Source: an optimization exercise on an open RTL-to-GDS flow (aim: small area, a short achievable clock period and few clock cycles per item). Production flows keep margins and buffers that such runs may drop.
Function not checked in this run: the RTL went through the layout flow alone.

[config.mk]
export PLATFORM = sky130hd
export DESIGN_NAME = polynomial_share_generator_mod251
export DESIGN_NICKNAME = polynomial_share_generator_mod251
export VERILOG_FILES = /design/flow/design.v
export SDC_FILE = /design/flow/constraint.sdc
export NUM_CORES = 4
export LEC_CHECK = 0
export CAP_MARGIN = 20
export CORE_MARGIN = 2
export CORE_UTILIZATION = 40
export SLEW_MARGIN = 20
[constraint.sdc]
create_clock -name core_clock -period 11.0 [get_ports {i_clk}]
set_input_delay 2.2000 -clock core_clock [delete_from_list [all_inputs] [get_ports {i_clk}]]
set_output_delay 2.2000 -clock core_clock [all_outputs]
set_load 0.01 [all_outputs]
[design.v]
package psg_pkg;
    localparam int NUM_COEF_FIELDS = 8;
    localparam int COEF_W          = 8;
    localparam int THRESH_W        = 4;
    localparam int SHARE_CNT_W     = 5;
    localparam int VALUE_W         = 8;
    localparam int DEF_MAX_COEFS   = 8;
    localparam int DEF_MAX_SHARES  = 16;
endpackage
module psg_mulj #(
    parameter int J = 1
) (
    input  logic [8:0] i_a,
    input  logic [8:0] i_b,
    output logic [8:0] o_s
);
    logic [12:0] v;
    always_comb begin
        v   = 13'(J) * 13'(i_a) + 13'(J) * 13'(i_b);
        o_s = 9'(v[7:0]) + 9'(v[12:8]) + {2'b0, v[12:8], 2'b0};
    end
endmodule
module psg_red (
    input  logic [8:0] i_a,
    output logic [7:0] o_s
);
    logic [9:0] t;
    always_comb begin
        t   = 10'(i_a) + 10'd5;
        o_s = (t[9:8] != 2'b00) ? t[7:0] : i_a[7:0];
    end
endmodule
module psg_add2 (
    input  logic [7:0] i_a,
    input  logic [7:0] i_b,
    output logic [7:0] o_s
);
    logic [8:0] s;
    logic [8:0] t;
    always_comb begin
        s   = 9'(i_a) + 9'(i_b);
        t   = 9'(i_a) + 9'(i_b) + 9'd5;
        o_s = t[8] ? t[7:0] : s[7:0];
    end
endmodule
module psg_add3 (
    input  logic [8:0] i_a,
    input  logic [8:0] i_b,
    input  logic [8:0] i_c,
    output logic [7:0] o_s
);
    logic [9:0] s0;
    logic [9:0] s1;
    logic [9:0] s2;
    always_comb begin
        s0 = 10'(i_a) + 10'(i_b) + 10'(i_c);
        s1 = 10'(i_a) + 10'(i_b) + 10'(i_c) + 10'd5;      
        s2 = 10'(i_a) + 10'(i_b) + 10'(i_c) + 10'd10;     
        if (s2[9])                 o_s = s2[7:0];
        else if (s1[9:8] != 2'b00) o_s = s1[7:0];
        else                       o_s = s0[7:0];
    end
endmodule
module psg_seq (
    input  logic        i_clk,
    input  logic        i_rst_n,
    input  logic        i_valid,
    input  logic [63:0] i_item,
    input  logic [2:0]  i_deg,       
    input  logic [4:0]  i_n,
    input  logic        i_take,      
    output logic        o_full,
    output logic        o_done,
    output logic [4:0]  o_n,
    output logic [71:0] o_tab        
);
    logic        r_full;
    logic        r_done;
    logic [2:0]  r_steps;
    logic [47:0] r_coefs;            
    logic [4:0]  r_n;
    logic [7:0]  r_d0;
    logic [7:1][8:0] r_d;
    logic [7:1][8:0] n_d;
    assign o_full = r_full;
    assign o_done = r_done;
    assign o_n    = r_n;
    assign o_tab  = {r_d, r_d0};
    psg_mulj #(.J(1)) u_mul1 (.i_a(r_d[1]), .i_b({1'b0, r_d0}), .o_s(n_d[1]));
    generate
        for (genvar j = 2; j < 7; j++) begin : g_mul
            psg_mulj #(.J(j)) u_mul (.i_a(r_d[j]), .i_b(r_d[j-1]), .o_s(n_d[j]));
        end
    endgenerate
    psg_mulj #(.J(7)) u_mul7 (.i_a(9'd0), .i_b(r_d[6]), .o_s(n_d[7]));
    always_ff @(posedge i_clk) begin
        if (!i_rst_n) begin
            r_full <= 1'b0;
            r_done <= 1'b0;
        end else if (!r_full) begin
            r_full <= i_valid;
            r_done <= i_valid && (i_deg <= 3'd1);
        end else if (i_take) begin
            r_full <= 1'b0;
            r_done <= 1'b0;
        end else if (r_steps != 3'd0) begin
            r_done <= (r_steps == 3'd1);
        end
    end
    always_ff @(posedge i_clk) begin
        if (!r_full) begin
            r_steps <= (i_deg == 3'd0) ? 3'd0 : i_deg - 3'd1;
            r_coefs <= i_item[47:0];
            r_n     <= i_n;
            r_d0    <= (i_deg == 3'd0) ? i_item[63:56] : i_item[55:48];
            r_d[1]  <= (i_deg == 3'd0) ? 9'd0 : {1'b0, i_item[63:56]};
            for (int j = 2; j < 8; j++) r_d[j] <= 9'd0;
        end else if (r_steps != 3'd0) begin
            r_steps <= r_steps - 3'd1;
            r_coefs <= {r_coefs[39:0], 8'd0};
            r_d0    <= r_coefs[47:40];
            r_d     <= n_d;
        end
    end
endmodule
module polynomial_share_generator_mod251 (
    input  logic        i_clk,
    input  logic        i_rst_n,
    input  logic        i_cfg_we,
    input  logic [0:0]  i_cfg_idx,
    input  logic [4:0]  i_cfg_data,
    input  logic        i_valid,
    output logic        o_ready,
    input  logic [63:0] i_item,
    output logic        o_valid,
    input  logic        i_ready,
    output logic [13:0] o_item
);
    logic [3:0]  r_threshold;
    logic [4:0]  r_share_count;
    logic [2:0]  deg;
    logic [4:0]  cnt;
    logic        a_full;
    logic        a_done;
    logic [4:0]  a_n;
    logic [71:0] a_tab;
    logic        load;
    always_ff @(posedge i_clk) begin
        if (!i_rst_n) begin
            r_threshold   <= 4'd2;
            r_share_count <= 5'd4;
        end else if (i_cfg_we) begin
            if (i_cfg_idx == 1'b0) begin
                r_threshold   <= i_cfg_data[3:0];
            end else begin
                r_share_count <= i_cfg_data;
            end
        end
    end
    always_comb begin
        if (r_threshold == 4'd0)     deg = 3'd0;
        else if (r_threshold > 4'd8) deg = 3'd7;
        else                         deg = 3'(r_threshold - 4'd1);
        if (r_share_count == 5'd0)       cnt = 5'd1;
        else if (r_share_count > 5'd16)  cnt = 5'd16;
        else                             cnt = r_share_count;
    end
    assign o_ready = !a_full;
    psg_seq u_seq (
        .i_clk    (i_clk),
        .i_rst_n  (i_rst_n),
        .i_valid  (i_valid),
        .i_item   (i_item),
        .i_deg    (deg),
        .i_n      (cnt),
        .i_take   (load),
        .o_full   (a_full),
        .o_done   (a_done),
        .o_n      (a_n),
        .o_tab    (a_tab)
    );
    logic        r_valid;
    logic        r_last;
    logic [4:0]  r_x;
    logic [4:0]  r_n;
    logic [7:0]  r_out;
    logic [7:1][7:0] r_r;
    logic [7:1][7:0] ld_r;
    logic [6:1][7:0] st_r;
    logic [7:0]  ld_out;
    logic [7:0]  st_out;
    logic        step;
    logic        sel_load;
    logic        en;
    assign sel_load = a_done && (!r_valid || r_last);
    assign load = sel_load && (!r_valid || i_ready);
    assign step = r_valid && i_ready && !r_last;
    assign en   = load || step;
    generate
        for (genvar j = 1; j < 8; j++) begin : g_red
            psg_red u_red (.i_a(a_tab[9*j-1 +: 9]), .o_s(ld_r[j]));
        end
        for (genvar j = 1; j < 7; j++) begin : g_add
            psg_add2 u_add (.i_a(r_r[j]), .i_b(r_r[j+1]), .o_s(st_r[j]));
        end
    endgenerate
    psg_add3 u_out_ld (.i_a({1'b0, a_tab[7:0]}), .i_b(a_tab[16:8]), .i_c(9'd0), .o_s(ld_out));
    psg_add3 u_out_st (.i_a({1'b0, r_out}), .i_b({1'b0, r_r[1]}), .i_c({1'b0, r_r[2]}), .o_s(st_out));
    always_ff @(posedge i_clk) begin
        if (!i_rst_n) begin
            r_valid <= 1'b0;
        end else if (load) begin
            r_valid <= 1'b1;
        end else if (i_ready) begin
            if (r_last) r_valid <= 1'b0;
        end
    end
    always_ff @(posedge i_clk) begin
        if (en) begin
            r_x    <= sel_load ? 5'd1 : r_x + 5'd1;
            r_n    <= sel_load ? a_n : r_n;
            r_last <= sel_load ? (a_n == 5'd1) : (r_x + 5'd1 == r_n);
            r_out  <= sel_load ? ld_out : st_out;
            r_r    <= sel_load ? ld_r : {r_r[7], st_r};
        end
    end
    assign o_valid = r_valid;
    assign o_item  = {r_x, r_out, r_last};
endmodule
[run.sh]
#!/bin/bash
# synth_recipe.tcl (not shown) runs the flow's synth.tcl, then flattens the netlist and writes it again
# the make line also repeats each setting of config.mk as NAME=value (left out here)
make -C /OpenROAD-flow-scripts/flow DESIGN_CONFIG=/design/flow/config.mk WORK_HOME=/design/flow/orfs CLKGATE_MAP_FILE= SYNTH_SCRIPT=/design/flow/synth_recipe.tcl finish
==> summary.txt <==
[per-layer routing]
metal / track usage [%] / share of wire, %
met5: 0 / 0
met4: 5.16 / 2.6
met3: 1.89 / 2.9
met2: 31.0 / 47
met1: 24.1 / 47
[through the flow]
stage | utilization, % | hold slack, ns | instances
2_1_floorplan | - | 0.426 | 2207
3_3_place_gp | 43.5 | 0.440 | 2939
3_5_place_dp | 43.5 | 0.441 | 2939
4_1_cts | 45.6 | 0.456 | 2993
5_1_grt | 45.6 | 0.461 | 2993
6_report | 45.6 | 0.452 | 2993
[sequential cells by signal (all words and copies together), names as in the netlist, 4 cells and up]
| signal | cells |
|---|---|
| r_n | 5 |
| r_share_count | 5 |
| r_x | 5 |
| r_out | 8 |
| r_threshold | 4 |
| u_seq.r_n | 5 |
| u_seq.r_d | 63 |
| r_r | 56 |
| u_seq.r_coefs | 48 |
| u_seq.r_d0 | 8 |
[area by class of cell]
cell class              instances  area share [%]
multi-input cells            1760            59.9
flip-flops and latches        214            24.8
repair buffers                 99            4.16
well taps                     680            3.66
clock buffers                  37            3.42
inverters                     186            3.01
clock inverters                17            1.04
[worst max-delay path by stage]
stage	cells after the start	startpoint	slack [ns]	end
global route	25	u_seq.r_d[37]	4.57	u_seq.r_d[43]
global placement	25	u_seq.r_d[37]	5.27	u_seq.r_d[44]
floorplan	2	i_ready	5.23	r_last
detailed placement	25	u_seq.r_d[37]	5.20	u_seq.r_d[44]
CTS	25	u_seq.r_d[37]	5.16	u_seq.r_d[44]
finish	25	u_seq.r_d[37]	5.17	u_seq.r_d[44]
[kinds of logic after synthesis]
family	count (synthesis)	share of synthesized area (%)
flip-flops	214	28.0
buffers and inverters	233	4.34
AND/OR/NAND/NOR	551	12.9
AO/OA/AOI/OAI	573	18.3
XOR/XNOR	220	9.43
multiplexers	74	3.88
adder cells (fa/ha/maj)	342	23.2
[cells in the final DEF (no fill, tap or decap), types with 41 or more instances in the layout]
cell,count
a21o_1,68
fa_1,66
inv_1,185
mux2_2,46
nand3_1,46
xor2_1,80
xnor2_1,139
dfxtp_1,65
o21bai_1,41
ha_1,276
nand2_1,130
clkdlybuf4s50_1,90
nor2_1,171
a21oi_1,145
o21ai_0,121
edfxtp_1,148
nor3_1,41
[critical path, cell delays in order, from the launching register on]
cell and delay [ns]:
dfxtp_1 0.52, ha_1 0.30, ha_1 0.21, inv_1 0.07, fa_1 0.42, fa_1 0.50, inv_1 0.04, ha_1 0.31
o21ai_0 0.12, a21boi_0 0.24, o21ai_0 0.13, a21boi_0 0.25, o21ai_0 0.16, a21bo_2 0.24, and4b_1 0.21, nor3_1 0.21
fa_1 0.45, inv_1 0.07, ha_1 0.25, a21o_1 0.19, a21o_1 0.18, a21oi_1 0.21, nor2b_1 0.07, o21a_1 0.16
o21ai_0 0.14, nand2_1 0.06
==> flow_metrics.tcl <==
set metrics [dict create \
    status "finished clean" \
    fin_setup_tns_ns 0 \
    drt_first_pass_iters 5 \
    vias 15800 \
    antenna_cells 0 \
    place_area_um2 22200 \
    overflow 0 \
    cts_root_buf "clkbuf_16" \
    r2r_cells 25 \
    cp-start-kind "register" \
    path_clk_slew_ns 0.06 \
    setup_viol 0 \
    synth_warnings 12 \
    cts_tree "built" \
    hold_end "r_n[0]" \
    nNetsFinal 2707 \
    die_area_um2 53300 \
    grt_use_total_pct 18.1 \
    netlist_area_um2 20600 \
    area_growth_pct 13.1 \
    max_freq_mhz 172 \
    port-buffer-count 90 \
    die_height_um 231 \
    fill_cells 4910 \
    critPathMaxFanout 8 \
    maxCapViolCount 0 \
    syn_nets 2624 \
    core.rowCount 83 \
    synth_top_flop_cell "edfxtp_1" \
    holdBufCountCts 0 \
    ff_latch_area_um2 5770 \
    die_w_um 231 \
    htree_num_levels 1 \
    synth-edff-count 148 \
    post-route-cell-area_um2 23300 \
    grt_pass1_vias 16000 \
    reg2reg_to "u_seq.r_d[44]" \
    timing_worst_setup_path_type "reg2reg" \
    yosys.area.top_type "edfxtp_1" \
    drt.antenna.violating_nets 0 \
    cp.required_ns 11.47 \
    vias_per_cell 5.29 \
    multiInputGateArea_um2 13900 \
    gp_congestion 0.856 \
    yosys-top-cells-area "edfxtp_1 (22%), ha_1 (17%), dfxtp_1 (6.4%), fa_1 (6.4%), xnor2_1 (5.9%)" \
    drc_errors 0 \
    r2r-start "u_seq.r_d[37]" \
    hold_path_class "reg2reg" \
    hold_path_depth 0 \
    rrSetupSlack_ns 5.17 \
    grt_start_max_net_pins 79 \
    avgRoutedWirePerCell_um 15.9 \
    min_from "u_seq.r_n[0]" \
    layout-drive-gt1-share_pct 6.27 \
    cts_resized 0 \
    crit_arrival_ns 6.29 \
    drtIter0Drc 802 \
    synth_common_cells "ha_1 (276), inv_1 (186), nor2_1 (171)" \
    cts_buffers 29 \
    synth_cells 2207 \
    fin_crit_sh_pct 53.0 \
    drv_slew 0 \
    wirelength_um 47500 \
    period_needed_ns 5.83 \
    start_util_pct 40.3 \
    grt_pass1_wl_um 80000 \
    synth_seq_cells 214 \
    yosysUniqueCellTypes 82 \
    rsz0062_at_grt "false" \
    avgSynthCellArea_um2 9.33 \
    fin_skew_ns 0.0112 \
    endpoint_kind "register" \
    slew_headroom_pct 30.7 \
    async_flop_share_pct 0 \
    fin_ws_ns 5.17 \
    yosys.cell_count.top_type "ha_1" \
    clk_latency_ns 0.58 \
    synth_sequential_area_ratio_pct 28.0 \
    clk_path_buf_depth 3 \
    cts_sinks 214 \
    post_cts.repair.setup_buffers 0 \
    yosysTopAreaCellShare_pct 21.6 \
    antenna_found_initial 0 \
    dp_worst_setup_slack_ns 5.20 \
    hold_viol 0 \
    io_pins 91 \
    tightest_slew_ns 1.04 \
    dp_hpwl_um 36500 \
    coreArea_um2 51100 \
]

## static timing again, ports no longer ideal
The flow's constraints put no driver on any port. The routed layout listed below was extracted and timed again, unchanged, in two steps.
Step 1 assumes that a clkbuf_16 drives the clock port and a buf_2 every other input.
Step 2 adds t to the input delays and takes it off the output delays; t is the mean of the earliest and latest rising clock arrival at the registers after step 1. Input paths then give back, and output paths get back, about the clock's delay inside the block.
Slacks: ideal / step 1 / step 2; pairs: ideal / step 1.
t (ns): 0.629
slack for setup (ns): 5.171 / 5.171 / 5.171
hold WS [ns]: 0.452 / 0.452 / 0.452
worst slew at a driven data input, ns: 0.06
pins driven straight from the clock port: 1
After both steps this run still meets setup and hold. For this run, drivers alone change the setup slack by 0.000 ns; drivers and shift together by 0.000 ns.
